Context: an optimization exercise on an open-source flow, tuned for small area, a short achievable clock period and few clock cycles. The choices shown serve that exercise and are no tape-out recipe.
The RTL was checked by simulation tests, not by an equivalence proof against the original design.
Power figures rest on the tool's default switching activity, not on a simulated workload.

==> design.v <==
package aidp_pkg;
  localparam int CAPACITY = 32;
  localparam int POS_W    = 6;
  localparam int DATA_W   = 32;
  localparam int STAT_W   = 3;
  localparam int IDX_W    = 5;
  localparam int CNT_W    = 6;
  localparam logic OP_INSERT = 1'b0;
  localparam logic OP_DELETE = 1'b1;
  localparam logic [STAT_W-1:0] ST_ELEMENT    = 3'd0;
  localparam logic [STAT_W-1:0] ST_EMPTY      = 3'd1;
  localparam logic [STAT_W-1:0] ST_BAD_INSERT = 3'd2;
  localparam logic [STAT_W-1:0] ST_BAD_DELETE = 3'd3;
  localparam logic [STAT_W-1:0] ST_FULL       = 3'd4;
endpackage
module array_insert_delete_at_position_unit (
  input  logic                                clk,
  input  logic                                rst_n,
  input  logic                                in_valid,
  output logic                                in_ready,
  input  logic                                in_op,
  input  logic [aidp_pkg::POS_W-1:0]          in_position,
  input  logic signed [aidp_pkg::DATA_W-1:0]  in_value,
  output logic                                out_valid,
  input  logic                                out_ready,
  output logic [aidp_pkg::STAT_W-1:0]         out_status,
  output logic signed [aidp_pkg::DATA_W-1:0]  out_element,
  output logic                                out_last
);
  localparam int W = aidp_pkg::DATA_W;
  localparam logic [2:0] M_FRONT = 3'd0;    
  localparam logic [2:0] M_INS   = 3'd1;    
  localparam logic [2:0] M_DEL   = 3'd2;    
  localparam logic [2:0] M_ROT   = 3'd3;    
  logic [W-1:0] chain [aidp_pkg::CAPACITY];
  logic [4:0]   tap;
  logic [2:0]   mode;
  logic [5:0]   cnt;                   
  logic [4:0]   c;                     
  logic [5:0]   pp;                    
  logic         owe;
  logic [4:0]   ko;                    
  logic         errp;
  logic [2:0]   errs;
  logic         cb_v, ins_pend, in_ready_r;
  logic         cb_op;
  logic [5:0]   cb_pos;
  logic [W-1:0] cb_val;
  logic         d_single, d_empty, d_p1, d_p2;
  logic [2:0]   d_stat;
  logic         f_z, f_1, f_2;         
  logic         f_tlo;                 
  logic         f_eq;                  
  logic         f_skip;                
  logic         f_end;                 
  logic         f_m;                   
  logic         out_valid_r;
  logic [2:0]   out_status_r;
  logic [W-1:0] out_element_r;
  logic         out_last_r;
  logic front, can_start, start_ins, start_del, start;
  assign front     = (mode == M_FRONT);
  assign can_start = front && cb_v && !d_single && !owe && !errp;
  assign start_ins = can_start && (cb_op == aidp_pkg::OP_INSERT);
  assign start_del = can_start && (cb_op == aidp_pkg::OP_DELETE);
  assign start     = can_start;
  logic take_single, take;
  assign take_single = cb_v && d_single && !errp && (!d_empty || !owe);
  logic in_ins, in_del, in_rot, is_dskip, el, hold, skip, pass_end;
  logic [4:0] idx;
  assign in_ins   = start_ins || (mode == M_INS);
  assign in_del   = (start_del && !d_p1) || (mode == M_DEL);
  assign is_dskip = start_del && d_p1;    
  assign in_rot   = (mode == M_ROT) || (front && !start && (owe || (f_tlo && !f_z)));
  assign el       = in_ins || in_del || in_rot;         
  assign idx      = front ? 5'd0 : c;
  assign hold     = start ? (start_ins && d_p1) : ((mode == M_INS) && f_eq);
  assign skip     = start ? (start_del && d_p2) : ((mode == M_DEL) && f_skip);
  assign pass_end = start_ins ? f_z :
                    start_del ? (f_2 && !d_p1) :
                    front     ? (in_rot && f_1) :
                    f_end;
  logic [W-1:0] y;
  assign y = hold ? cb_val : chain[tap];
  always_ff @(posedge clk) chain[aidp_pkg::CAPACITY-1] <= y;
  for (genvar i = 0; i < aidp_pkg::CAPACITY - 1; i++) begin : g_chain
    always_ff @(posedge clk) chain[i] <= chain[i + 1];
  end
  logic out_free, prod_el, prod_err, el_last;
  logic [5:0] cnt_n;
  assign cnt_n    = start_ins ? cnt + 6'd1 :
                    start_del ? cnt - 6'd1 :
                    (take_single && d_empty) ? 6'd0 : cnt;
  assign out_free = !out_valid_r || out_ready;
  assign el_last  = pass_end;
  assign prod_el  = out_free && el && (start || (owe && (front ? (ko == 5'd0) : f_m)));
  assign prod_err = out_free && errp && !owe;
  logic cb_busy_n, ins_pend_n;
  assign take        = in_valid && in_ready_r;
  assign ins_pend_n  = (start_ins && !d_p1) || (ins_pend && !hold);
  assign cb_busy_n   = take || (cb_v && !start && !take_single) || ins_pend_n;
  logic [4:0] tap_n, c_n;
  logic [2:0] mode_n;
  logic [5:0] pp_n;
  logic [4:0] ko_n;
  logic       owe_n;
  always_comb begin
    if (pass_end)                                   tap_n = 5'(6'd32 - cnt_n);
    else if (hold)                                  tap_n = tap - 5'd1;
    else if (skip)                                  tap_n = tap + 5'd1;
    else if (front && !start && !in_rot && !f_z)    tap_n = tap - 5'd1;    
    else                                            tap_n = tap;
    c_n = idx + 5'd1;
    if (pass_end) begin
      mode_n = M_FRONT;
    end else if (front) begin
      if (start_ins)      mode_n = M_INS;
      else if (is_dskip)  begin
        mode_n = M_DEL;
        c_n    = 5'd0;
      end
      else if (start_del) mode_n = M_DEL;
      else if (in_rot)    mode_n = M_ROT;
      else                mode_n = M_FRONT;
    end else begin
      mode_n = mode;
    end
    if (start) pp_n = cb_pos - 6'd1;
    else       pp_n = pp;
    if (prod_el) begin
      owe_n = !el_last;
      ko_n  = idx + 5'd1;
    end else if (start) begin
      owe_n = 1'b1;
      ko_n  = 5'd0;
    end else begin
      owe_n = owe;
      ko_n  = ko;
    end
  end
  always_ff @(posedge clk) begin
    if (!rst_n) begin
      mode        <= M_FRONT;
      tap         <= 5'd31;
      cnt         <= 6'd0;
      owe         <= 1'b0;
      errp        <= 1'b0;
      cb_v        <= 1'b0;
      ins_pend    <= 1'b0;
      in_ready_r  <= 1'b1;
      out_valid_r <= 1'b0;
      f_z         <= 1'b1;
      f_1         <= 1'b0;
      f_2         <= 1'b0;
      f_tlo       <= 1'b0;
    end else begin
      mode       <= mode_n;
      tap        <= tap_n;
      cnt        <= cnt_n;
      owe        <= owe_n;
      cb_v       <= take || (cb_v && !start && !take_single);
      ins_pend   <= ins_pend_n;
      in_ready_r <= !cb_busy_n;
      f_z   <= (cnt_n == 6'd0);
      f_1   <= (cnt_n == 6'd1);
      f_2   <= (cnt_n == 6'd2);
      f_tlo <= (tap_n < 5'd2);
      if (prod_err) errp <= 1'b0;
      if (take_single) begin
        errp <= 1'b1;
        errs <= d_stat;
      end
      if (prod_el || prod_err) out_valid_r <= 1'b1;
      else if (out_ready)      out_valid_r <= 1'b0;
    end
  end
  always_ff @(posedge clk) begin
    c      <= c_n;
    pp     <= pp_n;
    ko     <= ko_n;
    f_eq   <= ({1'b0, c_n} == pp_n);
    f_skip <= ({1'b0, c_n} + 6'd1 == pp_n);
    f_end  <= ({1'b0, c_n} + 6'd1 == cnt_n);
    f_m    <= (c_n == ko_n);
  end
  always_ff @(posedge clk) begin
    if (take) begin
      cb_op  <= in_op;
      cb_pos <= in_position;
      cb_val <= in_value;
      d_p1   <= (in_position == 6'd1);
      d_p2   <= (in_position == 6'd2);
      if (in_op == aidp_pkg::OP_INSERT) begin
        d_empty <= 1'b0;
        if (in_position == 6'd0 || {1'b0, in_position} > {1'b0, cnt} + 7'd1) begin
          d_single <= 1'b1;
          d_stat   <= aidp_pkg::ST_BAD_INSERT;
        end else if (cnt == 6'd32) begin
          d_single <= 1'b1;
          d_stat   <= aidp_pkg::ST_FULL;
        end else begin
          d_single <= 1'b0;
          d_stat   <= aidp_pkg::ST_FULL;
        end
      end else begin
        if (in_position == 6'd0 || in_position > cnt) begin
          d_single <= 1'b1;
          d_empty  <= 1'b0;
          d_stat   <= aidp_pkg::ST_BAD_DELETE;
        end else if (cnt == 6'd1) begin
          d_single <= 1'b1;
          d_empty  <= 1'b1;
          d_stat   <= aidp_pkg::ST_EMPTY;
        end else begin
          d_single <= 1'b0;
          d_empty  <= 1'b0;
          d_stat   <= aidp_pkg::ST_EMPTY;
        end
      end
    end
  end
  always_ff @(posedge clk) begin
    if (prod_el) begin
      out_status_r  <= aidp_pkg::ST_ELEMENT;
      out_element_r <= y;
      out_last_r    <= el_last;
    end else if (prod_err) begin
      out_status_r  <= errs;
      out_element_r <= '0;
      out_last_r    <= 1'b1;
    end
  end
  assign in_ready    = in_ready_r;
  assign out_valid   = out_valid_r;
  assign out_status  = out_status_r;
  assign out_element = out_element_r;
  assign out_last    = out_last_r;
endmodule
==> run.sh <==
#!/bin/bash
# synth_recipe.tcl (not shown) runs the flow's synth.tcl, then flattens the netlist and writes it again
# the make line also repeats each setting of config.mk as NAME=value (left out here)
make -C /OpenROAD-flow-scripts/flow DESIGN_CONFIG=/design/flow/config.mk WORK_HOME=/design/flow/orfs CLKGATE_MAP_FILE= SYNTH_SCRIPT=/design/flow/synth_recipe.tcl finish
==> config.mk <==
export PLATFORM = sky130hd
export DESIGN_NAME = array_insert_delete_at_position_unit
export DESIGN_NICKNAME = array_insert_delete_at_position_unit
export VERILOG_FILES = /design/flow/design.v
export SDC_FILE = /design/flow/constraint.sdc
export NUM_CORES = 4
export LEC_CHECK = 0
export CAP_MARGIN = 20
export CORE_MARGIN = 2
export CORE_UTILIZATION = 45
export PLACE_DENSITY = 0.6
export SETUP_SLACK_MARGIN = 2.8
export SLEW_MARGIN = 20
==> constraint.sdc <==
create_clock -name core_clock -period 5.0 [get_ports {clk}]
set_input_delay 1.0000 -clock core_clock [delete_from_list [all_inputs] [get_ports {clk}]]
set_output_delay 1.0000 -clock core_clock [all_outputs]
set_load 0.01 [all_outputs]
==> impl_metrics.tcl, run 1 <==
set metrics [dict create \
    start_kind "register" \
    fin_ws_ns 2.09 \
    outcome "timing/DRC/antenna clean" \
    cts_made_buffers 108 \
    yosys-top-cells-count "dfxtp_1, a22oi_1, a221oi_1" \
    grt_max_degree 31 \
    via_count 24584 \
    first_pass_iters 9 \
    wl_per_cell_um 31.0 \
    ant_nets 0 \
    synth_area_um2 33600 \
    finalSetupTns_ns 0 \
    final-max-slew-violation-count 0 \
    leakagePower_nw 17.4 \
    clkSlewWorstSetupHoldPaths_ns 0.07 \
    hp-start "chain[12][5]" \
    numPortBuffers 80 \
    crit_fanout 6 \
    nets 2971 \
    ctsHoldBuffers 0 \
    hp-class "register to register" \
    r2r_start "tap[1]" \
    power_frac_comb_pct 21.4 \
    synth-seq-area-share_pct 71.1 \
    clock.fmax_mhz 343 \
    worst_ep_arrival_time_ns 3.34 \
    drc 0 \
    drive_above_1_share_pct 29.5 \
    drv_cap 0 \
    power.total_mw 29.2 \
    timing.final.crit_share_pct 58.3 \
    drt_wl_total_um 123000 \
    htreeDepth 3 \
    area_delta_synth_final_pct 31.2 \
    fillCellCount 5573 \
    path_class "register to register" \
    gp_congestion 0.887 \
    pwr-share-clk_pct 29.7 \
    core_area_um2 74200 \
    hold_viol_final 0 \
    skew_ns 0.0321 \
    instances_no_fill 3965 \
    die_y_um 277 \
    ys.flop_type "dfxtp_1" \
    dieArea_um2 76800 \
    overflow 0 \
    rsz0062_at_grt "true" \
    synth-edff-count 81 \
    synth_top_area_cell "dfxtp_1" \
    switching_share_pct 30.7 \
    setup-violations-final 0 \
    power_frac_seq_pct 49.0 \
    endpoint_kind "register" \
    required_ns 5.42 \
    die_w_um 277 \
    cts_tree "done" \
    clock-sinks 1151 \
    p_sw_mw 8.95 \
    p_int_mw 20.2 \
    drt_iter0_markers 2936 \
    grt_pass1_vias 24294 \
    dp.cells 3481 \
    yosys.cell_count.top_type "dfxtp_1" \
    synth_seq_cells 1151 \
    grt_first_pass_wirelength_um 171000 \
    syn_inst 2519 \
    power.density_nw_per_um2 663 \
    place_hpwl_um 66900 \
    synthTopCellsByArea "dfxtp_1, edfxtp_1, a22oi_1" \
    start_util_pct 45.2 \
    ys_types 98 \
    peakVddDrop_v 0.000361 \
    synth_area_per_cell_um2 13.3 \
    clock_path_buffers 3 \
    clock_latency_ns 0.68 \
    async_flop_share_pct 0 \
    vias_per_cell 6.20 \
    syn_nets 2590 \
    clockRootBuffer "clkbuf_16" \
    fin_crit_ns 2.91 \
    slew_headroom_pct 18.7 \
    startpoint "tap[1]" \
    rows 100 \
    grtUsageTotal_pct 30.5 \
    antenna_found_initial 2 \
    synth_warnings 2 \
    ioPinCount 81 \
    tightest_slew_ns 1.21 \
    pre_cts_ws_ns 1.24 \
    synth_top_area_share_pct 63.8 \
]
==> flip-flops by register name, indices dropped and copies added, names as in the netlist, 2 cells and up <==
register       cells
ko                 5
d_stat             3
cb_val            32
mode               2
out_status_r       3
tap                5
chain           1024
out_element_r     32
cb_pos             6
c                  5
errs               3
cnt                6
pp                 6
==> repair_timing <==
item,4_1_cts,5_1_grt
buffers inserted,176,83
cloned,14,5
setup endpoints to repair,187,156
hold endpoints to repair,0,0
pin swaps,98,149
gates resized for setup,389,173
==> layout by cell type (no fill, tap or decap), types with 20 or more instances in the layout <==
cell / synthesis / layout
a221oi_1: 85 / 47
a22oi_1: 183 / 178
a21oi_1: 31 / 20
a221oi_2: 3 / 40
a32oi_1: 21 / 20
nand2_1: 83 / 73
nand4_1: 54 / 54
buf_6: 10 / 68
clkbuf_16: 0 / 120
nand3_1: 50 / 38
clkdlybuf4s50_1: 0 / 38
clkbuf_8: 0 / 25
a222oi_1: 44 / 44
and2_1: 39 / 33
buf_2: 54 / 35
edfxtp_1: 81 / 81
buf_4: 7 / 204
dfxtp_1: 1070 / 1054
mux2_2: 34 / 31
nor2_1: 56 / 54
o21ai_0: 42 / 23
o21ai_1: 15 / 27
a22o_1: 78 / 77
buf_12: 0 / 46
==> power by group through the flow <==
stage          clock network (mW)  registers, mW  logic [mW]
2_1_floorplan                   0           13.5        2.56
3_3_place_gp                    0           14.3        3.81
3_5_place_dp                    0           14.3        3.85
4_1_cts                      8.69           14.2        5.40
5_1_grt                      9.08           14.5        6.36
6_report                     8.66           14.3        6.23
==> logic make-up after synthesis <==
family	count (synthesis)	synth area share [%]
mux	52	1.73
flops	1151	71.1
fa+ha+maj	28	1.04
buf+inv	190	2.63
simple gates	437	7.69
compound gates	625	14.9
xor+xnor	36	0.962
==> metal layers <==
layer / up-vias / wire (um) / share of wire (%) / global-route usage (%)
li1: 10310 / - / - / -
met1: 12219 / 48300 / 39 / 40.9
met2: 1612 / 53500 / 43 / 46.2
met3: 441 / 14100 / 11 / 6.65
met4: 2 / 7100 / 5.8 / 15.9
met5: - / 13 / 0.011 / 0.0625
==> final timing paths <==
path / to / slack [ns] / cells past startpoint
worst min-delay path: chain[11][5] / 0.33 / 0
worst max-delay path: out_element_r[8] / 2.09 / 12
worst max register to register: out_element_r[8] / 2.09 / 12
worst min register to register: chain[11][5] / 0.33 / 0
==> critical path, stage by stage (launching register included) <==
cell	delay, ns
dfxtp_4	0.42
inv_6	0.06
ha_4	0.19
buf_12	0.14
nor4bb_4	0.15
buf_6	0.14
buf_6	0.12
a22o_1	0.21
a221oi_2	0.21
nand4_1	0.13
o41a_1	0.45
mux2_4	0.28
and2_4	0.15
==> area by class of cell <==
type | instances | area [um^2] | share of cell area [%]
antenna | 3 | 7.51 | 0.0170
clock buffer | 160 | 3320 | 7.53
clock inverter | 43 | 489 | 1.11
inverter | 33 | 154 | 0.349
multi-input combinational | 1188 | 10700 | 24.2
sequential | 1151 | 23900 | 54.3
tap | 969 | 1210 | 2.75
timing repair buffer | 418 | 4300 | 9.76
==> per-stage QoR <==
stage	hold WS [ns]	cell area, um^2	utilization (%)
after global placement	0.330	35900	48.4
after global routing	0.339	44100	59.4
after detailed placement	0.335	35900	48.4
after CTS	0.334	42400	57.2
after floorplan	0.324	34000	-
final	0.332	44100	59.4
Testbench counts, summed over its fixed seeds: cycles 40,830.
==> inputs of run 2 (changes only) <==
--- a/design.v
+++ b/design.v
@@ -48,3 +48,3 @@
   logic [W-1:0] cb_val;
-  logic         d_single, d_empty, d_p1, d_p2;
+  logic         d_single, d_empty, d_p1, d_p2, d_p3;
   logic [2:0]   d_stat;
@@ -67,3 +67,5 @@
   logic take_single, take;
-  assign take_single = cb_v && d_single && !errp && (!d_empty || !owe);
+  logic take_empty;
+  assign take_single = cb_v && d_single && !errp && (!d_empty || (front && !owe));
+  assign take_empty  = take_single && d_empty;
   logic in_ins, in_del, in_rot, is_dskip, el, hold, skip, pass_end;
@@ -73,3 +75,3 @@
   assign is_dskip = start_del && d_p1;    
-  assign in_rot   = (mode == M_ROT) || (front && !start && (owe || (f_tlo && !f_z)));
+  assign in_rot   = (mode == M_ROT) || (front && !start && (owe || (f_tlo && !f_z && !take_empty)));
   assign el       = in_ins || in_del || in_rot;         
@@ -90,5 +92,5 @@
   logic [5:0] cnt_n;
-  assign cnt_n    = start_ins ? cnt + 6'd1 :
-                    start_del ? cnt - 6'd1 :
-                    (take_single && d_empty) ? 6'd0 : cnt;
+  assign cnt_n    = start_ins  ? cnt + 6'd1 :
+                    start_del  ? cnt - 6'd1 :
+                    take_empty ? 6'd0 : cnt;
   assign out_free = !out_valid_r || out_ready;
@@ -101,2 +103,41 @@
   assign cb_busy_n   = take || (cb_v && !start && !take_single) || ins_pend_n;
+  logic [4:0] tap_end;
+  logic       tlo_end;
+  always_comb begin
+    if (start_ins) begin
+      tap_end = 5'(6'd31 - cnt);
+      tlo_end = (cnt >= 6'd30);
+    end else if (start_del) begin
+      tap_end = 5'(6'd33 - cnt);
+      tlo_end = 1'b0;
+    end else begin
+      tap_end = 5'(6'd32 - cnt);
+      tlo_end = (cnt >= 6'd31);
+    end
+  end
+  logic f_z_n, f_1_n, f_2_n, tlo_n, f_eq_n, f_skip_n, f_end_n, f_m_n;
+  logic park;
+  logic [5:0] c2;
+  assign park = front && !start && !in_rot && !f_z;
+  assign c2   = {1'b0, c} + 6'd2;
+  always_comb begin
+    f_z_n = start_ins ? 1'b0 : (take_empty ? 1'b1 : f_z);
+    f_1_n = start_ins ? f_z : (start_del ? f_2 : (take_empty ? 1'b0 : f_1));
+    f_2_n = start_ins ? f_1 : (start_del ? (cnt == 6'd3) : (take_empty ? 1'b0 : f_2));
+    if (pass_end)        tlo_n = tlo_end;
+    else if (hold || park) tlo_n = (tap < 5'd3);
+    else if (skip)       tlo_n = (tap == 5'd0);
+    else                 tlo_n = f_tlo;
+    if (start_ins)      f_end_n = f_1;
+    else if (is_dskip)  f_end_n = f_2;
+    else if (start_del) f_end_n = (cnt == 6'd3);
+    else if (front)     f_end_n = f_2;
+    else                f_end_n = (c2 == cnt);
+    f_eq_n   = start ? d_p2 : (c2 == pp + 6'd1);
+    f_skip_n = start ? (start_del && !d_p1 && d_p3) : (c2 == pp);
+    if (prod_el)    f_m_n = 1'b1;
+    else if (start) f_m_n = is_dskip;
+    else if (front) f_m_n = (ko == 5'd1);
+    else            f_m_n = (ko == c + 5'd1);
+  end
   logic [4:0] tap_n, c_n;
@@ -107,6 +148,6 @@
   always_comb begin
-    if (pass_end)                                   tap_n = 5'(6'd32 - cnt_n);
+    if (pass_end)                                   tap_n = tap_end;
     else if (hold)                                  tap_n = tap - 5'd1;
     else if (skip)                                  tap_n = tap + 5'd1;
-    else if (front && !start && !in_rot && !f_z)    tap_n = tap - 5'd1;    
+    else if (park)                                  tap_n = tap - 5'd1;    
     else                                            tap_n = tap;
@@ -163,6 +204,6 @@
       in_ready_r <= !cb_busy_n;
-      f_z   <= (cnt_n == 6'd0);
-      f_1   <= (cnt_n == 6'd1);
-      f_2   <= (cnt_n == 6'd2);
-      f_tlo <= (tap_n < 5'd2);
+      f_z   <= f_z_n;
+      f_1   <= f_1_n;
+      f_2   <= f_2_n;
+      f_tlo <= tlo_n;
       if (prod_err) errp <= 1'b0;
@@ -180,6 +221,6 @@
     ko     <= ko_n;
-    f_eq   <= ({1'b0, c_n} == pp_n);
-    f_skip <= ({1'b0, c_n} + 6'd1 == pp_n);
-    f_end  <= ({1'b0, c_n} + 6'd1 == cnt_n);
-    f_m    <= (c_n == ko_n);
+    f_eq   <= f_eq_n;
+    f_skip <= f_skip_n;
+    f_end  <= f_end_n;
+    f_m    <= f_m_n;
   end
@@ -192,2 +233,3 @@
       d_p2   <= (in_position == 6'd2);
+      d_p3   <= (in_position == 6'd3);
       if (in_op == aidp_pkg::OP_INSERT) begin
==> run 2 against run 1 <==
  * Non-clock buffer count grew 20
  * Flip-flop and latch count rose by 1
  * Clock skew down 0.0035 ns
  * Largest cell class unchanged
  * Largest power group unchanged
==> impl_metrics.tcl, run 2 <==
set metrics [dict create \
    outcome "timing/DRC/antenna clean" \
    synth_top_area_share_pct 60.5 \
    start_util_pct 45.4 \
    power.density_nw_per_um2 671 \
    clock.fmax_mhz 354 \
    nets 3208 \
    synth_area_um2 35000 \
    synth-seq-area-share_pct 68.5 \
    final-max-slew-violation-count 0 \
    pre_cts_ws_ns 1.38 \
    grt_first_pass_wirelength_um 194000 \
    syn_inst 2747 \
    clock_path_buffers 3 \
    required_ns 5.55 \
    via_count 26831 \
    drv_cap 0 \
    fillCellCount 5880 \
    fin_ws_ns 2.18 \
    final_common_cell "dfxtp_1" \
    dieArea_um2 80100 \
    synth_top_area_cell "dfxtp_1" \
    rsz0062_at_grt "true" \
    cts_made_buffers 111 \
    layout_common_cells "dfxtp_1, buf_4, a22oi_1" \
    ys.flop_type "dfxtp_1" \
    cts_tree "done" \
    setup-violations-final 0 \
    grt_pass1_vias 26448 \
    grt_max_degree 48 \
    die_y_um 283 \
    drt_wl_total_um 141000 \
    yosys.cell_count.top_type "dfxtp_1" \
    syn_nets 2821 \
    area_delta_synth_final_pct 30.7 \
    overflow 0 \
    skew_ns 0.0286 \
    m1WireLength_um 52900 \
    fin_util_pct 59.3 \
    clock-sinks 1152 \
    drive_above_1_share_pct 26.8 \
    ioPinCount 81 \
    drc 0 \
    synth_warnings 2 \
    path_class "register to register" \
    ant_nets 0 \
    routed.top_layer "met5" \
    leakagePower_nw 18.9 \
    clockRootBuffer "clkbuf_16" \
    synth-edff-count 93 \
    worst_ep_arrival_time_ns 3.38 \
    clkSlewWorstSetupHoldPaths_ns 0.06 \
    hold_viol_final 0 \
    wl_met3_um 17700 \
    synth_area_per_cell_um2 12.7 \
    top_register "chain" \
    fin_crit_ns 2.82 \
    clock_latency_ns 0.70 \
    vias_per_cell 6.27 \
    yosys-top-cells-count "dfxtp_1, a22oi_1, mux2i_1" \
    hp-class "register to register" \
    synth_seq_cells 1152 \
    place_hpwl_um 80600 \
    ys_types 82 \
    start_kind "register" \
    reg_top3 "chain x1024, cb_val x32, out_element_r x32" \
    crit_fanout 6 \
    met2_length_um 58900 \
    numPortBuffers 80 \
    htreeDepth 3 \
    drt_iter0_markers 3824 \
    fin_area_um2 45800 \
    core_area_um2 77200 \
    grtUsageTotal_pct 33.7 \
    peakVddDrop_v 0.000322 \
    timing.final.crit_share_pct 56.5 \
    die_w_um 283 \
    first_pass_iters 6 \
    place_area_um2 37400 \
    largest_reg_flops 1024 \
    endpoint_kind "register" \
    finalSetupTns_ns 0 \
    power.total_mw 30.7 \
    gp_congestion 0.956 \
    tightest_slew_ns 0.888 \
    antenna_found_initial 14 \
    wl_per_cell_um 32.8 \
    async_flop_share_pct 0 \
    rows 102 \
    slew_headroom_pct 40.8 \
    synthTopCellsByArea "dfxtp_1, edfxtp_1, mux2i_1" \
]
==> run 2: changes by cell type after synthesis, moves of 33 or more <==
cell      change
o22ai_1      +61
nor2_1       +46
nand4_1      -33
mux2i_1     +141
o21ai_0      +39
a221oi_1     -56
a22o_1       -59
==> run 2: power by group <==
| group | internal (mW) | switching [mW] |
|---|---|---|
| clock network | 5.03 | 3.62 |
| registers | 13.3 | 2.34 |
| logic | 2.87 | 3.58 |
| total | 21.2 | 9.54 |
==> run 2: final cells by class <==
type	count	area, um^2	share of cell area [%]
flip-flops and latches	1152	24000	52.5
multi-input cells	1400	11700	25.7
repair buffers	438	4760	10.4
clock buffers	160	3210	7.01
well taps	1040	1300	2.84
clock inverters	44	544	1.19
inverters	31	144	0.314
diodes	14	35.0	0.0765
==> run 2: routing by layer <==
| layer | GRT usage (%) | vias to the layer above |
|---|---|---|
| met3 | 11.1 | 626 |
| met4 | 22.1 | 4 |
| met5 | 0 | - |
| met1 | 42.7 | 13110 |
| met2 | 49.1 | 2053 |
| li1 | - | 11038 |
==> run 2: path summary, 6_finish.rpt <==
| path | slack [ns] | depth (start not counted) | end | from |
|---|---|---|---|---|
| setup / recovery | 2.18 | 11 | out_element_r[17] | tap[3] |
| hold reg to reg | 0.33 | 0 | chain[14][12] | chain[15][12] |
| hold / removal | 0.33 | 0 | chain[14][12] | chain[15][12] |
| setup reg to reg | 2.18 | 11 | out_element_r[17] | tap[3] |
==> run 2: worst max-delay path, cell delays in order, from the launching register on <==
cell and delay (ns):
dfxtp_4 0.41, buf_4 0.19, and3_4 0.20, ha_4 0.21, nor4_2 0.38, nand2_2 0.18, buf_4 0.20, buf_4 0.13
o221ai_1 0.34, nor4_2 0.10, o21ai_1 0.19, and2_1 0.15
==> run 2: repair_timing <==
action,4_1_cts,5_1_grt
gates resized for setup,492,105
pin swaps,69,69
hold buffers,0,0
cloned,20,2
setup buffers,203,61
endpoints found under the hold margin,0,0
endpoints found under the setup margin,185,164
==> run 2: per-stage QoR <==
stage | hold WS (ns) | cells
final | 0.334 | 4279
after global routing | 0.349 | 4269
after floorplan | 0.323 | 2747
after global placement | 0.329 | 3775
after CTS | 0.333 | 4202
after detailed placement | 0.331 | 3775
==> run 2: cell families (layout without fill, tap and decap cells) <==
kind of cell    Yosys count  in the layout  share of synthesized area [%]
xor+xnor                 39             39                          0.975
compound gates          647            648                           13.7
fa+ha+maj                31             31                           1.11
mux                     180            180                           5.36
buf+inv                 201            673                           2.54
flops                  1152           1152                           68.5
other cells               0             14                              0
simple gates            497            502                           7.75
Testbench counts of run 2, summed over its fixed seeds: cycles 40,830.
==> inputs of run 3 (changes only) <==
--- a/config.mk
+++ b/config.mk
@@ -11,3 +11,3 @@
 export PLACE_DENSITY = 0.6
-export SETUP_SLACK_MARGIN = 2.8
+export SETUP_SLACK_MARGIN = 2.4
 export SLEW_MARGIN = 20
==> run 3 against run 2 <==
  * Worst setup slack improved by 0.076 ns
  * Maximum frequency is 2.7% higher
  * Global-route usage fell by 2.2 points
  * Core utilization decreased by 3.0 points
  * Cell area down 5.0%
  * Die area stayed put
  * Clock skew up 0.011 ns
  * Final cell count decreased by 3.5%
  * Worst hold slack got worse by 0.0037 ns
  * Critical path depth is 4 lower
  * Power fell by 2.0%
==> impl_metrics.tcl, run 3 <==
set metrics [dict create \
    outcome "timing/DRC/antenna clean" \
    whs_endpoint "chain[15][4]" \
    drt_wl_total_um 131000 \
    synth-edff-count 93 \
    drc 0 \
    drt_iter0_markers 3066 \
    die_w_um 283 \
    synth_area_per_cell_um2 12.7 \
    register_area_um2 24000 \
    ioPinCount 81 \
    wl_per_cell_um 31.8 \
    dieArea_um2 80100 \
    grt_max_degree 48 \
    required_ns 5.44 \
    yosys.area_share.simple_pct 7.75 \
    drive_above_1_share_pct 19.4 \
    synth-seq-area-share_pct 68.5 \
    r2r_start "tap[3]" \
    first_pass_iters 6 \
    clock.fmax_mhz 364 \
    reg_top3 "chain x1024, cb_val x32, out_element_r x32" \
    core_area_um2 77200 \
    dp.cells 3772 \
    via_count 25552 \
    fillCellCount 6198 \
    hold_viol_final 0 \
    fin_crit_ns 2.75 \
    grt_first_pass_wirelength_um 182000 \
    slew_headroom_pct 38.3 \
    layout_common_cells "dfxtp_1, a22oi_1, buf_4" \
    r2r-end "out_element_r[13]" \
    rsz0062_at_grt "true" \
    place_hpwl_um 82900 \
    clkSlewWorstSetupHoldPaths_ns 0.07 \
    crit_fanout 24 \
    clockRootBuffer "clkbuf_16" \
    largest_reg_flops 1024 \
    synth_warnings 2 \
    peakVddDrop_v 0.000319 \
    final-max-slew-violation-count 0 \
    ys_types 82 \
    clock-sinks 1152 \
    clock_path_buffers 3 \
    path_class "register to register" \
    rows 102 \
    numPortBuffers 80 \
    skew_ns 0.0392 \
    rrSetupSlack_ns 2.25 \
    start_kind "register" \
    hp-start "chain[16][4]" \
    die_y_um 283 \
    synthAdderAreaFrac_pct 1.11 \
    antenna_found_initial 4 \
    drv_cap 0 \
    clock_latency_ns 0.71 \
    ys.flop_type "dfxtp_1" \
    yosys.cell_count.top_type "dfxtp_1" \
    worst_ep_arrival_time_ns 3.19 \
    syn_inst 2747 \
    synthTopCellsByArea "dfxtp_1, edfxtp_1, mux2i_1" \
    start_util_pct 45.4 \
    async_flop_share_pct 0 \
    synth_top_area_cell "dfxtp_1" \
    synthXorXnorAreaFrac_pct 0.975 \
    setup-violations-final 0 \
    final_common_cell "dfxtp_1" \
    multi_input_area_um2 11200 \
    synth_top_family_by_area "compound AO/OA/AOI/OAI gates" \
    cts_tree "done" \
    ant_nets 0 \
    overflow 0 \
    grt_pass1_vias 25205 \
    synth_top_area_share_pct 60.5 \
    finalSetupTns_ns 0 \
    top_register "chain" \
    nets 3066 \
    vias_per_cell 6.19 \
    yosys-top-cells-count "dfxtp_1, a22oi_1, mux2i_1" \
    r2r_cells 7 \
    tightest_slew_ns 0.925 \
    area_delta_synth_final_pct 24.2 \
    htreeDepth 3 \
    instances_no_fill 4131 \
    slowest_stage "dfxtp_4" \
    leakagePower_nw 17.7 \
    gp_congestion 0.963 \
    ctsHoldBuffers 0 \
    slowest_delay_ns 0.50 \
    hp-class "register to register" \
    yosys-mux-area-fraction_pct 5.36 \
    synth_area_um2 35000 \
    min_path_cells 0 \
    cts_made_buffers 111 \
    synth_compound_area_share_pct 13.7 \
    worstPathCellList "buf_8 -> and4b_2 -> a22o_1 -> a221oi_1 -> o2111ai_1 -> nor4_4 -> o22ai_1" \
    grtUsageTotal_pct 31.5 \
    syn_nets 2821 \
    endpoint_kind "register" \
    power.density_nw_per_um2 692 \
    timing.final.crit_share_pct 54.9 \
    synth_seq_cells 1152 \
]
[run 3: cell type report]
class | instances | area share [%]
Clock buffer | 162 | 7.60
Sequential cell | 1152 | 55.3
Tap cell | 1040 | 2.99
Clock inverter | 45 | 1.20
Multi-Input combinational cell | 1398 | 25.8
Antenna cell | 5 | 0.0288
Inverter | 31 | 0.285
Timing Repair Buffer | 298 | 6.89
[run 3: how the worst max path moves through the flow]
stage,from,endpoint,depth (start not counted)
2_1_floorplan,tap[3],out_element_r[8],14
3_3_place_gp,tap[4],out_element_r[21],7
3_5_place_dp,tap[4],out_element_r[21],9
4_1_cts,tap[1],out_element_r[27],10
5_1_grt,tap[1],out_element_r[9],11
6_report,tap[3],out_element_r[13],7
[run 3: where the power goes]
group          internal [mW]  switching [mW]
sequential              13.3            2.39
clock                   5.06            3.63
combinational           2.49            3.26
total                   20.8            9.28
[run 3: kinds of logic (layout without fill, tap and decap cells)]
logic type	count (synthesis)	in the layout
flip-flops	1152	1152
AO/OA/AOI/OAI	647	648
AND/OR/NAND/NOR	497	500
buffers and inverters	201	536
multiplexers	180	180
XOR/XNOR	39	39
adder cells (fa/ha/maj)	31	31
other	0	5
[run 3: what timing repair did]
action	in CTS	in global routing
hold endpoints to repair	0	0
gates cloned	3	5
pin swaps	39	42
endpoints found under the setup margin	146	83
gates resized for setup	186	96
buffers inserted	92	47
[run 3: metal layers]
layer / GRT usage [%] / vias to the layer above / share of wire (%) / wire, um
li1: - / 10725 / - / -
met1: 40.0 / 12557 / 39 / 50700
met2: 47.5 / 1787 / 43 / 56700
met3: 8.25 / 479 / 11 / 14200
met4: 20.3 / 4 / 7.4 / 9730
met5: 0 / - / 0.017 / 22
[run 3: metrics by stage]
step	utilization [%]	worst slack (ns)	area [um^2]	hold slack, ns	total power, mW
4_1_cts	55.1	2.25	42600	0.332	29.3
6_report	56.3	2.25	43500	0.331	30.1
3_3_place_gp	48.2	1.36	37200	0.328	20.0
3_5_place_dp	48.2	1.30	37200	0.328	20.0
5_1_grt	56.3	2.19	43500	0.344	31.0
2_1_floorplan	-	2.04	35200	0.323	17.4
[run 3: critical path, delay by kind of cell (launching register included)]
family | cells | cell delay (ns)
AO/OA/AOI/OAI | 4 | 0.89
AND/OR/NAND/NOR | 2 | 0.79
flip-flops | 1 | 0.50
buffers and inverters | 1 | 0.30
==> inputs of run 4 (changes only) <==
--- a/design.v
+++ b/design.v
@@ -35,3 +35,3 @@
   logic [W-1:0] chain [aidp_pkg::CAPACITY];
-  logic [4:0]   tap;
+  logic [31:0]  tap;                  
   logic [2:0]   mode;
@@ -85,3 +85,8 @@
   logic [W-1:0] y;
-  assign y = hold ? cb_val : chain[tap];
+  logic [W-1:0] x;
+  always_comb begin
+    x = '0;
+    for (int j = 0; j < aidp_pkg::CAPACITY; j++) x = x | (chain[j] & {W{tap[j]}});
+  end
+  assign y = hold ? cb_val : x;
   always_ff @(posedge clk) chain[aidp_pkg::CAPACITY-1] <= y;
@@ -103,15 +108,13 @@
   assign cb_busy_n   = take || (cb_v && !start && !take_single) || ins_pend_n;
-  logic [4:0] tap_end;
-  logic       tlo_end;
-  always_comb begin
-    if (start_ins) begin
-      tap_end = 5'(6'd31 - cnt);
-      tlo_end = (cnt >= 6'd30);
-    end else if (start_del) begin
-      tap_end = 5'(6'd33 - cnt);
-      tlo_end = 1'b0;
-    end else begin
-      tap_end = 5'(6'd32 - cnt);
-      tlo_end = (cnt >= 6'd31);
-    end
+  logic [31:0] tap_end;
+  logic        tlo_end;
+  always_comb begin
+    for (int j = 0; j < 32; j++) begin
+      if (start_ins)      tap_end[j] = (cnt == 6'(31 - j));
+      else if (start_del) tap_end[j] = (cnt == 6'(33 - j));
+      else                tap_end[j] = (cnt == 6'(32 - j));
+    end
+    if (start_ins)      tlo_end = (cnt >= 6'd30);
+    else if (start_del) tlo_end = 1'b0;
+    else                tlo_end = (cnt >= 6'd31);
   end
@@ -127,4 +130,4 @@
     if (pass_end)        tlo_n = tlo_end;
-    else if (hold || park) tlo_n = (tap < 5'd3);
-    else if (skip)       tlo_n = (tap == 5'd0);
+    else if (hold || park) tlo_n = |tap[2:0];
+    else if (skip)       tlo_n = 1'b0;
     else                 tlo_n = f_tlo;
@@ -142,3 +145,4 @@
   end
-  logic [4:0] tap_n, c_n;
+  logic [31:0] tap_n;
+  logic [4:0]  c_n;
   logic [2:0] mode_n;
@@ -149,5 +153,5 @@
     if (pass_end)                                   tap_n = tap_end;
-    else if (hold)                                  tap_n = tap - 5'd1;
-    else if (skip)                                  tap_n = tap + 5'd1;
-    else if (park)                                  tap_n = tap - 5'd1;    
+    else if (hold)                                  tap_n = {1'b0, tap[31:1]};
+    else if (skip)                                  tap_n = {tap[30:0], 1'b0};
+    else if (park)                                  tap_n = {1'b0, tap[31:1]};    
     else                                            tap_n = tap;
@@ -184,3 +188,3 @@
       mode        <= M_FRONT;
-      tap         <= 5'd31;
+      tap         <= 32'h8000_0000;
       cnt         <= 6'd0;
@@ -264,10 +268,12 @@
   always_ff @(posedge clk) begin
-    if (prod_el) begin
-      out_status_r  <= aidp_pkg::ST_ELEMENT;
-      out_element_r <= y;
-      out_last_r    <= el_last;
-    end else if (prod_err) begin
-      out_status_r  <= errs;
-      out_element_r <= '0;
-      out_last_r    <= 1'b1;
+    if (out_free) begin
+      if (prod_err) begin
+        out_status_r  <= errs;
+        out_element_r <= '0;
+        out_last_r    <= 1'b1;
+      end else begin
+        out_status_r  <= aidp_pkg::ST_ELEMENT;
+        out_element_r <= y;
+        out_last_r    <= el_last;
+      end
     end
--- a/config.mk
+++ b/config.mk
@@ -11,3 +11,3 @@
 export PLACE_DENSITY = 0.6
-export SETUP_SLACK_MARGIN = 2.4
+export SETUP_SLACK_MARGIN = 2.6
 export SLEW_MARGIN = 20
==> run 4 against run 3 <==
  * Worst hold slack got worse by 0.0055 ns
  * Clock-buffer cell count decreased by 2
  * Global-route usage is 6.0 points lower
  * Sequential power about the same
  * Cell area is 8.0% lower
  * Flip-flop and latch count is 27 higher
  * Power down 14%
  * Synthesized area fell by 3.2%
  * Final cell count fell by 8.1%
  * Clock power down 0.6%
  * Via count fell by 12%
  * Critical endpoint is now out_element_r[30]
==> impl_metrics.tcl, run 4 <==
set metrics [dict create \
    fin_util_pct 53.7 \
    hp-start "chain[23][0]" \
    synth_top_area_share_pct 64.0 \
    start_kind "register" \
    ioPinCount 81 \
    area_delta_synth_final_pct 18.1 \
    grt_max_degree 38 \
    clockRootBuffer "clkbuf_16" \
    via_count 22595 \
    power.density_nw_per_um2 643 \
    peakVddDrop_v 0.000376 \
    min_path_cells 0 \
    yosys-top-cells-count "dfxtp_1, a22oi_1, clkbuf_1" \
    timing.final.crit_share_pct 49.1 \
    grt_first_pass_wirelength_um 148000 \
    place_hpwl_um 58200 \
    grtUsageTotal_pct 25.4 \
    final-max-slew-violation-count 0 \
    wl_per_cell_um 26.6 \
    gp_congestion 0.851 \
    rrSetupSlack_ns 2.55 \
    htreeDepth 3 \
    tightest_slew_ns 0.922 \
    finalSetupTns_ns 0 \
    switching_share_pct 25.5 \
    ys_types 68 \
    path_class "register to register" \
    ys.flop_type "dfxtp_1" \
    final_common_cell "dfxtp_1" \
    required_ns 5.42 \
    synth-edff-count 96 \
    power_frac_seq_pct 60.7 \
    p_int_mw 19.2 \
    overflow 0 \
    r2r_start "tap[27]" \
    num_antenna_cells 0 \
    drt_wl_total_um 101000 \
    numPortBuffers 80 \
    p_sw_mw 6.57 \
    clock_path_buffers 3 \
    synth_warnings 2 \
    syn_inst 2648 \
    instances_no_fill 3795 \
    power_frac_comb_pct 5.7 \
    dieArea_um2 77500 \
    fillCellCount 6108 \
    clock.fmax_mhz 408 \
    rows 100 \
    fin_area_um2 40000 \
    synth-seq-area-share_pct 72.5 \
    start_util_pct 45.5 \
    synth_seq_cells 1179 \
    clkSlewWorstSetupHoldPaths_ns 0.07 \
    core_area_um2 74400 \
    fin_crit_ns 2.45 \
    synthTopCellsByArea "dfxtp_1, a22oi_1, edfxtp_1" \
    drt_iter0_markers 2557 \
    slew_headroom_pct 38.5 \
    largest_reg_flops 1024 \
    pwr-share-clk_pct 33.6 \
    async_flop_share_pct 0 \
    grt_pass1_vias 22948 \
    die_w_um 278 \
    first_pass_iters 6 \
    layout_common_cells "dfxtp_1, a22oi_1, nand4_1" \
    dp.cells 3556 \
    hp-class "register to register" \
    rsz0062_at_grt "true" \
    drive_above_1_share_pct 12.2 \
    die_y_um 278 \
    antenna_found_initial 0 \
    top_register "chain" \
    cts_tree "done" \
    power.total_mw 25.7 \
    endpoint_kind "register" \
    whs_endpoint "chain[22][0]" \
    crit_fanout 19 \
    nets 2801 \
    vias_per_cell 5.95 \
    hold_viol_final 0 \
    yosys.cell_count.top_type "dfxtp_1" \
    drc 0 \
    clock-sinks 1179 \
    syn_nets 2713 \
    outcome "timing/DRC/antenna clean" \
    clock_latency_ns 0.70 \
    cts_made_buffers 110 \
    setup-violations-final 0 \
    worst_ep_arrival_time_ns 2.87 \
    drv_cap 0 \
    skew_ns 0.0419 \
    leakagePower_nw 15.2 \
    synth_area_um2 33900 \
    ant_nets 0 \
    synth_area_per_cell_um2 12.8 \
    synth_top_area_cell "dfxtp_1" \
    r2r-end "out_element_r[30]" \
    r2r_cells 6 \
    place_area_um2 35500 \
]
[run 4: final cells by class]
type | count | area [um^2] | area share (%)
Clock inverter | 42 | 554 | 1.39
Sequential cell | 1179 | 24700 | 61.6
Clock buffer | 160 | 3260 | 8.15
Tap cell | 969 | 1210 | 3.03
Multi-Input combinational cell | 1266 | 8750 | 21.9
Timing Repair Buffer | 160 | 1490 | 3.73
Inverter | 19 | 83.8 | 0.210
[run 4: power by group through the flow]
stage / combinational (mW) / sequential, mW / clock (mW)
floorplan: 0.804 / 14.9 / 0
global placement: 1.40 / 15.6 / 0
detailed placement: 1.41 / 15.7 / 0
CTS: 1.41 / 15.6 / 8.69
global route: 1.59 / 16.0 / 9.10
finish: 1.47 / 15.6 / 8.64
[run 4: routing by layer]
layer	share of wire (%)	up-vias	global-route usage, %
met5	0	-	0
met4	2.7	0	8.41
met3	8.0	203	4.26
met2	47	1092	41.2
met1	43	11265	34.7
li1	-	10035	-
[run 4: worst max path at each step]
stage	cells after the start	slack, ns	end	startpoint
floorplan	11	2.64	d_single	cnt[1]
global placement	8	1.81	tap[5]	d_single
detailed placement	8	1.64	tap[5]	d_single
CTS	1	2.60	out_element[9]	out_element_r[9]
global route	6	2.47	d_single	in_position[3]
finish	6	2.55	out_element_r[30]	tap[27]
[run 4: logic make-up after synthesis]
family | after synthesis | share of synthesized area (%)
multiplexers | 21 | 0.624
buffers and inverters | 206 | 2.50
flip-flops | 1179 | 72.5
adder cells (fa/ha/maj) | 22 | 0.812
AO/OA/AOI/OAI | 725 | 15.2
AND/OR/NAND/NOR | 459 | 7.44
XOR/XNOR | 36 | 0.930
[run 4: repair_timing]
| item | 4_1_cts | 5_1_grt |
|---|---|---|
| resized for setup | 112 | 40 |
| pin swaps | 4 | 6 |
| hold buffers | 0 | 0 |
| gates cloned | 1 | 3 |
| setup buffers | 11 | 22 |
| setup endpoints to repair | 159 | 60 |
[run 4: metrics by stage]
| stage | setup slack (ns) | hold slack, ns |
|---|---|---|
| after global placement | 1.81 | 0.334 |
| after global routing | 2.47 | 0.334 |
| after detailed placement | 1.64 | 0.336 |
| final | 2.55 | 0.325 |
| after floorplan | 2.64 | 0.331 |
| after CTS | 2.60 | 0.319 |
[run 4: critical path: stages, from the launching register on]
cell and delay (ns):
dfxtp_2 0.57, buf_6 0.34, a22oi_1 0.21, nand4_1 0.18
nor4_2 0.46, a21oi_1 0.24, nor2b_1 0.18
Testbench counts of run 4, summed over its fixed seeds: cycles 40,830.
==> inputs of run 5 (changes only) <==
--- a/config.mk
+++ b/config.mk
@@ -9,4 +9,4 @@
 export CORE_MARGIN = 2
-export CORE_UTILIZATION = 45
-export PLACE_DENSITY = 0.6
+export CORE_UTILIZATION = 60
+export PLACE_DENSITY = 0.7
 export SETUP_SLACK_MARGIN = 2.6
==> run 5 against run 4 <==
  * Still clean
  * Core utilization rose by 17 points
  * Final cell count is 5.5% lower
  * Synthesized cell count stayed put
  * Sequential power hardly changed
  * Sequential share of layout area up 0.49 points
  * Maximum frequency grew 2.6%
==> impl_metrics.tcl, run 5 <==
set metrics [dict create \
    r2r_start "tap[14]" \
    slowest_stage "dfxtp_2" \
    rsz0062_at_grt "true" \
    drv_cap 0 \
    skew_ns 0.0256 \
    synth-seq-area-share_pct 72.5 \
    grtUsageTotal_pct 32.7 \
    outcome "timing/DRC/antenna clean" \
    rrSetupSlack_ns 2.61 \
    r2r_cells 6 \
    required_ns 5.40 \
    synth-edff-count 96 \
    clkSlewWorstSetupHoldPaths_ns 0.07 \
    drc 0 \
    tightest_slew_ns 0.890 \
    via_count 22871 \
    worstPathCellList "buf_4 -> a22oi_1 -> nand4_1 -> nor4_2 -> a21oi_1 -> nor2b_1" \
    peakVddDrop_v 0.000349 \
    grt_pass1_vias 23154 \
    synth_area_per_cell_um2 12.8 \
    final-max-slew-violation-count 0 \
    clock_latency_ns 0.67 \
    core_area_um2 56200 \
    syn_inst 2648 \
    gp_congestion 0.904 \
    rows 87 \
    wl_per_cell_um 27.3 \
    area_delta_synth_final_pct 17.2 \
    final_common_cell "dfxtp_1" \
    start_util_pct 60.3 \
    hold_viol_final 0 \
    ioPinCount 81 \
    synth_top_area_cell "dfxtp_1" \
    endpoint_kind "register" \
    drive_above_1_share_pct 12.8 \
    top_register "chain" \
    cts_made_buffers 106 \
    dp.cells 3340 \
    synth_area_um2 33900 \
    crit_fanout 23 \
    clock_path_buffers 3 \
    r2r-end "out_element_r[29]" \
    ys.flop_type "dfxtp_1" \
    grt_max_degree 64 \
    clock.fmax_mhz 418 \
    clockRootBuffer "clkbuf_16" \
    vias_per_cell 6.38 \
    instances_no_fill 3585 \
    setup-violations-final 0 \
    yosys-top-cells-count "dfxtp_1, a22oi_1, clkbuf_1" \
    largest_reg_flops 1024 \
    timing.final.crit_share_pct 47.8 \
    leakagePower_nw 15.2 \
    die_w_um 242 \
    whs_endpoint "chain[22][10]" \
    power.density_nw_per_um2 644 \
    hp-class "register to register" \
    htreeDepth 3 \
    drt_iter0_markers 2521 \
    cts_tree "done" \
    num_antenna_cells 0 \
    synth_seq_cells 1179 \
    antenna_found_initial 1 \
    syn_nets 2713 \
    fin_crit_ns 2.39 \
    synth_top_area_share_pct 64.0 \
    ys_types 68 \
    synth_warnings 2 \
    yosys.cell_count.top_type "dfxtp_1" \
    clock-sinks 1179 \
    finalSetupTns_ns 0 \
    min_path_cells 0 \
    slew_headroom_pct 40.4 \
    die_y_um 242 \
    layout_common_cells "dfxtp_1, a22oi_1, nand4_1" \
    dieArea_um2 58400 \
    async_flop_share_pct 0 \
    grt_first_pass_wirelength_um 144000 \
    place_hpwl_um 54700 \
    drt_wl_total_um 97900 \
    ant_nets 0 \
    worst_ep_arrival_time_ns 2.79 \
    synthTopCellsByArea "dfxtp_1, a22oi_1, edfxtp_1" \
    hp-start "chain[23][10]" \
    multi_input_area_um2 8740 \
    fillCellCount 3882 \
    start_kind "register" \
    nets 2801 \
    register_area_um2 24700 \
    first_pass_iters 6 \
    path_class "register to register" \
    overflow 0 \
    fin_util_pct 70.7 \
    numPortBuffers 80 \
    slowest_delay_ns 0.50 \
]
[run 5: worst max path at each step]
stage / start / end / slack (ns)
4_1_cts: d_single / tap[14] / 2.59
3_3_place_gp: d_single / ko[3] / 1.82
6_report: tap[14] / out_element_r[29] / 2.61
5_1_grt: d_single / tap[29] / 2.53
3_5_place_dp: d_single / ko[4] / 1.61
2_1_floorplan: cnt[1] / d_single / 2.64
[run 5: kinds of logic after synthesis]
logic type	Yosys count	share of synthesized area [%]
AOI/OAI and AO/OA	725	15.2
xor gates and xnor gates	36	0.930
adders and majority gates	22	0.812
buffers and inverters	206	2.50
DFF	1179	72.5
muxes	21	0.624
and+or+nand+nor	459	7.44
[run 5: where the power goes]
group	switching, mW	internal, mW
Combinational	0.804	0.654
Clock	3.54	4.93
Sequential	2.15	13.5
Total	6.50	19.1
[run 5: area by class of cell]
type	count	area share, %
flip-flops and latches	1179	62.1
multi-input cells	1264	22.0
clock buffers	158	8.28
repair buffers	165	3.83
well taps	756	2.38
clock inverters	43	1.13
inverters	19	0.227
repair inverters	1	0.0126
[run 5: timing repair]
item                                    CTS  global route
endpoints found under the setup margin  143           116
gates resized for setup                  93            47
pin swaps                                 3             5
hold buffers                              0             0
cloned                                    3             3
buffers inserted                          8            30
[run 5: routing by layer]
| layer | part of all wire (%) | global-route usage [%] | up-vias |
|---|---|---|---|
| met3 | 9.7 | 6.45 | 316 |
| met2 | 46 | 52.1 | 1248 |
| li1 | - | - | 10047 |
| met4 | 4.4 | 14.6 | 0 |
| met5 | 0 | 0 | - |
| met1 | 40 | 43.6 | 11260 |
[run 5: critical path: cells and delay by family (launching register included)]
family                 cells  cell delay [ns]
and+or+nand+nor            3             0.77
DFF                        1             0.50
AOI/OAI and AO/OA          2             0.46
buffers and inverters      1             0.40
[run 5: per-stage QoR]
| stage | area (um^2) | total power [mW] | worst slack (ns) | hold WS (ns) |
|---|---|---|---|---|
| floorplan | 33900 | 15.7 | 2.64 | 0.331 |
| global placement | 35200 | 16.9 | 1.82 | 0.332 |
| detailed placement | 35200 | 17.1 | 1.61 | 0.336 |
| CTS | 39300 | 25.5 | 2.59 | 0.334 |
| global route | 39700 | 26.5 | 2.53 | 0.341 |
| finish | 39700 | 25.6 | 2.61 | 0.332 |
==> inputs of run 6 (changes only) <==
--- a/config.mk
+++ b/config.mk
@@ -10,2 +10,4 @@
 export CORE_UTILIZATION = 60
+export CTS_CLUSTER_DIAMETER = 80
+export CTS_CLUSTER_SIZE = 24
 export PLACE_DENSITY = 0.7
==> run 6 against run 5 <==
  * Still clean on timing, DRC and antenna
  * Cell area decreased by 5.4%
  * Synthesized area unchanged
  * Wire length decreased by 2.7%
  * Flip-flop and latch count unchanged
  * Core utilization decreased by 3.8 points
  * Sequential share of layout area increased by 3.5 points
  * Synthesized cell count unchanged
  * Power decreased by 14%
  * Worst hold slack improved by 0.0037 ns
  * Largest power group unchanged
==> impl_metrics.tcl, run 6 <==
set metrics [dict create \
    gp_congestion 0.904 \
    synth_warnings 2 \
    numPortBuffers 80 \
    clock-sinks 1179 \
    start_kind "register" \
    drv_cap 0 \
    drt_iter0_markers 2392 \
    overflow 0 \
    p_sw_mw 5.76 \
    p_int_mw 16.2 \
    power.total_mw 22.0 \
    finalSetupTns_ns 0 \
    peakVddDrop_v 0.000367 \
    ys.flop_type "dfxtp_1" \
    clock_path_buffers 3 \
    pwr-share-clk_pct 22.6 \
    final_common_cell "dfxtp_1" \
    hp-class "register to register" \
    grtUsageTotal_pct 32.0 \
    synth_top_area_share_pct 64.0 \
    skew_ns 0.0262 \
    synth-edff-count 96 \
    clkSlewWorstSetupHoldPaths_ns 0.09 \
    top_register "chain" \
    path_class "register to register" \
    yosys.cell_count.top_type "dfxtp_1" \
    fillCellCount 4110 \
    ioPinCount 81 \
    power_frac_seq_pct 70.8 \
    layout_common_cells "dfxtp_1, a22oi_1, nand4_1" \
    async_flop_share_pct 0 \
    htreeDepth 2 \
    leakagePower_nw 14.2 \
    fin_crit_ns 2.41 \
    cts_tree "done" \
    ys_types 68 \
    grt_pass1_vias 22520 \
    place_hpwl_um 54700 \
    syn_nets 2713 \
    pre_cts_ws_ns 1.61 \
    fin_ws_ns 2.59 \
    setup-violations-final 0 \
    hold_viol_final 0 \
    syn_inst 2648 \
    outcome "timing/DRC/antenna clean" \
    ant_nets 0 \
    drt_wl_total_um 95300 \
    first_pass_iters 6 \
    synth_area_per_cell_um2 12.8 \
    worst_ep_arrival_time_ns 2.81 \
    via_count 22316 \
    clockRootBuffer "clkbuf_16" \
    die_w_um 242 \
    drc 0 \
    drive_above_1_share_pct 8.65 \
    ctsHoldBuffers 0 \
    area_delta_synth_final_pct 10.9 \
    synth_area_um2 33900 \
    endpoint_kind "register" \
    rows 87 \
    final-max-slew-violation-count 0 \
    fin_util_pct 66.9 \
    power_frac_comb_pct 6.6 \
    start_util_pct 60.3 \
    synth_top_area_cell "dfxtp_1" \
    grt_max_degree 40 \
    nets 2746 \
    synth_seq_cells 1179 \
    die_y_um 242 \
    crit_fanout 18 \
    switching_share_pct 26.2 \
    vias_per_cell 6.45 \
    wl_per_cell_um 27.5 \
    timing.final.crit_share_pct 48.1 \
    antenna_found_initial 0 \
    core_area_um2 56200 \
    slew_headroom_pct 43.8 \
    rsz0062_at_grt "true" \
    yosys-top-cells-count "dfxtp_1, a22oi_1, clkbuf_1" \
    power.density_nw_per_um2 586 \
    tightest_slew_ns 0.841 \
    dieArea_um2 58400 \
    multi_input_area_um2 8750 \
    largest_reg_flops 1024 \
    clock_latency_ns 0.66 \
    clock.fmax_mhz 415 \
    synthTopCellsByArea "dfxtp_1, a22oi_1, edfxtp_1" \
    register_area_um2 24700 \
    num_antenna_cells 0 \
    required_ns 5.41 \
    cts_made_buffers 55 \
    grt_first_pass_wirelength_um 141000 \
    synth-seq-area-share_pct 72.5 \
]
==> run 6: cell counts after synthesis <==
Identical to the previous run, type by type.
==> run 6: final timing paths <==
kind / startpoint / to / slack (ns) / depth (start not counted)
worst max-delay path: tap[7] / out_element_r[5] / 2.59 / 6
worst max register to register: tap[7] / out_element_r[5] / 2.59 / 6
worst min register to register: chain[29][14] / chain[28][14] / 0.34 / 0
worst min-delay path: chain[29][14] / chain[28][14] / 0.34 / 0
==> run 6: timing repair <==
action / 4_1_cts / 5_1_grt
setup buffers: 10 / 22
resized for setup: 101 / 45
endpoints found under the setup margin: 147 / 111
pin swaps: 7 / 6
cloned: 6 / 2
hold endpoints to repair: 0 / 0
==> run 6: power by group through the flow <==
| stage | Clock [mW] | Combinational, mW | Sequential, mW |
|---|---|---|---|
| after global placement | 0 | 1.36 | 15.6 |
| after floorplan | 0 | 0.804 | 14.9 |
| after global routing | 5.31 | 1.57 | 15.9 |
| after CTS | 5.00 | 1.40 | 15.5 |
| after detailed placement | 0 | 1.38 | 15.7 |
| final | 4.97 | 1.46 | 15.6 |
==> run 6: through the flow <==
step	instance area [um^2]	hold slack, ns	cells
2_1_floorplan	33900	0.331	2648
3_3_place_gp	35200	0.332	3340
3_5_place_dp	35200	0.336	3340
4_1_cts	37200	0.337	3438
5_1_grt	37600	0.344	3462
6_report	37600	0.336	3462
==> run 6: critical path, cell delays in order, from the launching register on <==
cell and delay (ns):
dfxtp_2 0.57, buf_4 0.39, a22oi_1 0.23, nand4_1 0.13, nor4_2 0.47, a21oi_1 0.20
nor2b_1 0.16
==> run 6: layout make-up <==
| type | instances | area share [%] |
|---|---|---|
| Clock buffer | 79 | 4.02 |
| Clock inverter | 3 | 0.117 |
| Inverter | 19 | 0.240 |
| Multi-Input combinational cell | 1264 | 23.3 |
| Sequential cell | 1179 | 65.7 |
| Tap cell | 756 | 2.52 |
| Timing Repair Buffer | 161 | 4.15 |
| Timing Repair inverter | 1 | 0.0133 |
==> run 6: metal layers <==
layer,vias to the layer above,wire (um),global-route usage [%]
li1,9865,-,-
met1,11002,38600,43.4
met2,1201,43800,51.2
met3,248,9080,5.36
met4,0,3770,13.1
met5,-,0,0
==> run 6: kinds of logic (layout without fill, tap and decap cells) <==
group | Yosys count | count (layout) | share of synthesized area [%]
XOR/XNOR | 36 | 36 | 0.930
multiplexers | 21 | 21 | 0.624
AO/OA/AOI/OAI | 725 | 726 | 15.2
AND/OR/NAND/NOR | 459 | 459 | 7.44
buffers and inverters | 206 | 263 | 2.50
adder cells (fa/ha/maj) | 22 | 22 | 0.812
flip-flops | 1179 | 1179 | 72.5
==> inputs of run 7 (changes only) <==
--- a/config.mk
+++ b/config.mk
@@ -10,6 +10,6 @@
 export CORE_UTILIZATION = 60
-export CTS_CLUSTER_DIAMETER = 80
-export CTS_CLUSTER_SIZE = 24
+export CTS_CLUSTER_DIAMETER = 100
+export CTS_CLUSTER_SIZE = 30
 export PLACE_DENSITY = 0.7
-export SETUP_SLACK_MARGIN = 2.6
+export SETUP_SLACK_MARGIN = 2.3
 export SLEW_MARGIN = 20
==> run 7 against run 6 <==
  * Still clean
  * Clock-buffer cell count decreased by 17
  * Cell area decreased by 2.3%
  * Power decreased by 2.3%
  * Final cell count decreased by 1.3%
  * Sequential share of layout area increased by 1.4 points
  * Clock power decreased by 9.7%
  * Register-to-register slack got worse by 0.27 ns
  * Worst hold slack got worse by 0.0028 ns
  * Critical endpoint is now out_element_r[31]
  * Highest routed layer unchanged
==> impl_metrics.tcl, run 7 <==
set metrics [dict create \
    slowest_stage "dfxtp_2" \
    power_frac_comb_pct 6.5 \
    pwr-share-clk_pct 20.9 \
    numPortBuffers 80 \
    required_ns 5.37 \
    drive_above_1_share_pct 6.43 \
    area_delta_synth_final_pct 8.32 \
    synthAdderAreaFrac_pct 0.812 \
    fin_ws_ns 2.32 \
    yosys-top-cells-count "dfxtp_1, a22oi_1, clkbuf_1" \
    top_register "chain" \
    dieArea_um2 58400 \
    first_pass_iters 7 \
    leakagePower_nw 13.6 \
    clock_latency_ns 0.65 \
    slew_headroom_pct 27.2 \
    power.density_nw_per_um2 586 \
    instances_no_fill 3417 \
    crit_fanout 22 \
    yosys.cell_count.top_type "dfxtp_1" \
    synth-seq-area-share_pct 72.5 \
    num_antenna_cells 0 \
    fin_crit_ns 2.68 \
    switching_share_pct 26.2 \
    ant_nets 0 \
    grtUsageTotal_pct 31.0 \
    timing.final.crit_share_pct 53.5 \
    place_area_um2 35300 \
    worstPathCellList "buf_4 -> a22oi_1 -> nand4_1 -> nor4_2 -> a21oi_1 -> nor2b_1" \
    antenna_found_initial 0 \
    die_y_um 242 \
    final_common_cell "dfxtp_1" \
    drt_wl_total_um 92500 \
    synthXorXnorAreaFrac_pct 0.930 \
    clock.fmax_mhz 374 \
    slowest_delay_ns 0.66 \
    synth_area_um2 33900 \
    drc 0 \
    worst_ep_arrival_time_ns 3.05 \
    ioPinCount 81 \
    drv_cap 0 \
    outcome "timing/DRC/antenna clean" \
    yosys-mux-area-fraction_pct 0.624 \
    vias_per_cell 6.46 \
    htreeDepth 2 \
    drt_iter0_markers 2393 \
    skew_ns 0.0322 \
    core_area_um2 56200 \
    layout_common_cells "dfxtp_1, a22oi_1, nand4_1" \
    synth_compound_area_share_pct 15.2 \
    async_flop_share_pct 0 \
    cts_tree "done" \
    synth_warnings 2 \
    largest_reg_flops 1024 \
    finalSetupTns_ns 0 \
    clock_path_buffers 3 \
    start_kind "register" \
    fin_area_um2 36700 \
    path_class "register to register" \
    tightest_slew_ns 1.09 \
    peakVddDrop_v 0.000355 \
    hp-class "register to register" \
    ys.flop_type "dfxtp_1" \
    ys_types 68 \
    gp_congestion 0.885 \
    hold_viol_final 0 \
    clock-sinks 1179 \
    yosys.area_share.simple_pct 7.44 \
    grt_first_pass_wirelength_um 138000 \
    p_int_mw 15.9 \
    cts_made_buffers 45 \
    synth_top_family_by_area "compound AO/OA/AOI/OAI gates" \
    rsz0062_at_grt "false" \
    crit_family "simple AND/OR/NAND/NOR gates" \
    rows 87 \
    endpoint_kind "register" \
    die_w_um 242 \
    pre_cts_ws_ns 1.52 \
    ctsHoldBuffers 0 \
    dp.cells 3341 \
    clkSlewWorstSetupHoldPaths_ns 0.11 \
    grt_max_degree 67 \
    wl_per_cell_um 27.1 \
    synth_top_area_cell "dfxtp_1" \
    place_hpwl_um 54400 \
    start_util_pct 60.3 \
    clockRootBuffer "clkbuf_16" \
    synthTopCellsByArea "dfxtp_1, a22oi_1, edfxtp_1" \
    critPathBufInv 1 \
    synth_top_area_share_pct 64.0 \
    synth-edff-count 96 \
    overflow 0 \
    power_frac_seq_pct 72.6 \
    nets 2708 \
    grt_pass1_vias 21891 \
    synth_area_per_cell_um2 12.8 \
    final-max-slew-violation-count 0 \
    via_count 22090 \
    syn_nets 2713 \
    setup-violations-final 0 \
    synth_seq_cells 1179 \
    syn_inst 2648 \
    p_sw_mw 5.64 \
    power.total_mw 21.5 \
]
==> run 7: cell counts after synthesis <==
No cell type changed its count.
==> run 7: power by group through the flow <==
stage | logic (mW) | clock network (mW) | registers [mW]
floorplan | 0.804 | 0 | 14.9
global placement | 1.35 | 0 | 15.6
detailed placement | 1.36 | 0 | 15.7
CTS | 1.39 | 4.50 | 15.6
global route | 1.52 | 4.82 | 16.0
finish | 1.40 | 4.49 | 15.6
==> run 7: cell type report <==
cell class	count	area [um^2]
flip-flops and latches	1179	24600
fillers	4268	19500
multi-input cells	1264	8620
clock buffers	62	1210
repair buffers	134	1210
well taps	756	946
inverters	19	75.1
clock inverters	3	41.3
==> run 7: repair_timing <==
item	CTS	global route
pin swaps	3	2
gates resized for setup	19	8
buffers inserted	3	7
cloned	1	0
setup endpoints to repair	70	34
==> run 7: worst paths after layout <==
path	start	endpoint	slack, ns	cells after the start
worst max-delay path	tap[5]	out_element_r[31]	2.32	6
worst max register to register	tap[5]	out_element_r[31]	2.32	6
worst min register to register	chain[9][9]	chain[8][9]	0.33	0
worst min-delay path	chain[9][9]	chain[8][9]	0.33	0
==> run 7: layer usage <==
metal / track usage [%] / wire [um]
met2: 49.5 / 42300
met3: 4.57 / 7740
met4: 10.6 / 3370
met1: 43.5 / 39100
met5: 0 / 0
==> run 7: cells by family after synthesis <==
kind of cell	count (synthesis)
AOI/OAI and AO/OA	725
xor gates and xnor gates	36
adders and majority gates	22
buffers and inverters	206
DFF	1179
muxes	21
and+or+nand+nor	459
==> run 7: through the flow <==
stage,hold WS (ns),utilization (%)
after floorplan,0.331,-
after global placement,0.333,62.8
after detailed placement,0.336,62.8
after global routing,0.344,65.4
final,0.333,65.4
after CTS,0.338,65.2

[afterwards: timing with drivers on the ports]
The flow's constraints put no driver on any port. The routed layouts listed below were extracted and timed again, unchanged, in two steps. Step 1, drivers: a clkbuf_16 drives clk and a buf_2 each remaining input, both assumed. Step 2 times the ports against the registers' clock, not the clock port: input delays grow and output delays shrink by t, the midpoint of the rising clock arrivals with the driver on. a / b / c = ideal / step 1 / step 2; a / b = the first two.
run	t (ns)	setup slack, ns	worst hold slack (ns)	latest minus earliest clock arrival (ns)	slew at the worst register clock pin (ns)
run 1	0.743	2.086 / 2.086 / 1.867	0.332 / 0.332 / 0.332	0.035 / 0.036	0.07 / 0.07
run 2	0.752	2.177 / 2.177 / 1.889	0.334 / 0.334 / 0.334	0.037 / 0.038	0.07 / 0.07
run 3	0.753	2.253 / 2.253 / 1.761	0.331 / 0.331 / 0.331	0.045 / 0.044	0.08 / 0.08
run 4	0.735	2.546 / 2.546 / 1.889	0.325 / 0.325 / 0.325	0.043 / 0.044	0.07 / 0.07
run 5	0.717	2.609 / 2.567 / 1.983	0.332 / 0.332 / 0.332	0.026 / 0.026	0.07 / 0.07
run 6	0.707	2.593 / 2.572 / 2.050	0.336 / 0.336 / 0.336	0.032 / 0.032	0.10 / 0.10
run 7	0.687	2.324 / 2.324 / 1.780	0.333 / 0.333 / 0.333	0.043 / 0.042	0.12 / 0.12
After both steps every run listed still meets setup and hold. The setup slack of run 4, which loses most, moves by 0.000 ns with the drivers and by -0.657 ns with both steps.
